From an optimization exercise on the open Yosys and OpenROAD flow, aimed at small area, a short achievable clock period and few clock cycles per item; shortcuts taken in it are not production practice.
The RTL was checked by simulation tests, not by an equivalence proof against the original design.
Power figures rest on the tool's default switching activity, not on a simulated workload.

Setup of build 50:
## conv2d_stream
module conv2d_stream #(
    parameter int DATA_W = 8,
    parameter int COEF_W = 8,
    parameter int IMG_W  = 8,
    parameter int IMG_H  = 8,
    parameter int ACC_W  = 20,
    parameter int SHIFT  = 4,
    parameter int OUT_W  = 16
) (
    input  logic              clk,
    input  logic              in_st,
    input  logic              coef_we,
    input  logic [3:0]        coef_addr,
    input  logic [COEF_W-1:0] coef_din,
    input  logic              pix_valid,
    output logic              pix_ready,
    input  logic [DATA_W-1:0] pix_din,
    output logic [OUT_W-1:0]  dout,
    output logic              out_st,
    input  logic              out_ready,
    output logic              frame_done
);
    localparam logic [71:0] K_DEF = 72'h01_02_01_02_04_02_01_02_01;
    localparam int NQ  = 4;           
    localparam int CAP = NQ + 1;         
    localparam int NS  = 4;           
    localparam int CW  = $clog2(CAP + 1);
    localparam int QW  = (NQ > 1) ? $clog2(NQ) : 1;
    logic [2:0]   col_q, row_q;
    logic         ready_q;
    logic [CW-1:0] cnt_q, cnt_d;
    logic         accept, win, lastpix, pop;
    logic [17:0][7:0] sr_q;
    logic [8:0][7:0]  coef_q;
    logic [2:0] v_q, l_q;   
    assign pix_ready = ready_q;
    assign accept    = pix_valid && ready_q;
    assign win       = (row_q >= 3'd2) && (col_q >= 3'd2);
    assign lastpix   = (row_q == 3'd7) && (col_q == 3'd7);
    always_comb begin
        cnt_d = cnt_q;
        if (accept && win) cnt_d = cnt_d + CW'(1);
        if (pop) cnt_d = cnt_d - CW'(1);
    end
    always_ff @(posedge clk) begin
        if (in_st) begin
            col_q   <= '0;
            row_q   <= '0;
            ready_q <= 1'b1;
            cnt_q   <= '0;
            v_q[0]  <= 1'b0;
            l_q[0]  <= 1'b0;
        end else begin
            cnt_q   <= cnt_d;
            ready_q <= (cnt_d < CW'(CAP));
            v_q[0]  <= accept && win;
            l_q[0]  <= accept && lastpix;
            if (accept) begin
                col_q <= col_q + 3'd1;
                if (col_q == 3'd7) row_q <= row_q + 3'd1;
            end
        end
    end
    always_ff @(posedge clk) begin
        if (accept) sr_q <= {sr_q[16:0], pix_din};
  ...
For scale: about 44 I/O pins, ~0.032 mm2 of cells after synthesis.
Settings: LEC_CHECK=0, CAP_MARGIN=20, CORE_MARGIN=2, CORE_UTILIZATION=60, CTS_CLUSTER_DIAMETER=100, CTS_CLUSTER_SIZE=24, PLACE_DENSITY=0.7, SETUP_SLACK_MARGIN=4.1, SLEW_MARGIN=20; clock period 6.5 ns.
standard.sh (not shown) runs the stock make flow with config.mk's settings and CLKGATE_MAP_FILE= SYNTH_SCRIPT=/design/flow/synth_recipe.tcl, a recipe that flattens the netlist after the stock synthesis.
==> flow/flow/run.sh <==
#!/bin/bash
# Standard ORFS layout, with one netlist step between synthesis and floorplan:
# flow/polfix.py re-chooses full-adder and AND/NAND polarities to drop inverters.
set -euo pipefail
R=orfs/results/${FLOW_PLATFORM:-sky130hd}/conv2d_stream/base
bash standard.sh synth > synth.log 2>&1
cp $R/1_2_yosys.v $R/1_2_yosys.orig.v
python3 flow/polfix.py $R/1_2_yosys.orig.v $R/1_2_yosys.pf.v > polfix.log 2>&1
cp $R/1_2_yosys.pf.v $R/1_2_yosys.v
touch $R/1_2_yosys.v
bash standard.sh finish > finish.log 2>&1
grep -c polinv_ $R/1_2_yosys.v >> polfix.log || true
Other scripts of this flow, unchanged in this note and not shown: flow/flow/polfix.py
Testbench counts of build 50, summed over its fixed seeds: cycles 16,512, items 9,216.
Here is what was changed in the inputs of build 72 compared with build 50.
- CTS_CLUSTER_SIZE now 26, was 24
- CTS_CLUSTER_DIAMETER now 110, was 100
- SETUP_SLACK_MARGIN now 4.0, was 4.1
--- outcome ---
Delta(time the final worst path needs with I/O delays and setup, build 72 - build 50) < 0. Arrival time at the worst endpoint, build 50 and build 72: higher on build 50. Changes observed in build 72 relative to build 50: internal power summed over all cells now sits lower, final area went down, starting density of the core level, critical path depth shrank by 3. Build 72 closes out successfully: all stages finished, all timing, DRC and antenna checks passed.
The inputs of build 27 differ from those of build 72 as listed below.
- CTS_CLUSTER_DIAMETER changed from 110 to 100
- CTS_CLUSTER_SIZE changed from 26 to 24
### Flow results
The higher number of cell instances on the worst register-to-register path of build 27 and build 72 is in build 72. Build 27 vs. build 72: die footprint did not really move, area growth from synthesis to final layout about even.

static timing again, ports no longer ideal:
In the flow no input, the clock included, has a driving cell. The finished layouts below were timed again as built, in two steps.
Step 1, drivers: a clkbuf_16 drives clk and a buf_2 each remaining input, both assumed.
Step 2 moves the port delays by t, midway between the first and last clock arrival at a register: inputs arrive t later, outputs are due t later. That takes back most of the time a late clock gives input paths.
Three values: ideal, step 1, step 2; two values: the first two.
| run | t, ns | slack for setup (ns) | cell pins on the clock port's net |
|---|---|---|---|
| build 50 | 0.677 | 3.978 / 3.955 / 3.333 | 1 |
| build 72 | 0.684 | 3.990 / 3.947 / 3.403 | 1 |
| build 27 | 0.678 | 3.996 / 3.953 / 3.404 | 1 |
After both steps setup and hold are still met in every run listed. For build 50, which loses most, drivers alone change the setup slack by -0.023 ns; drivers and shift together by -0.645 ns.
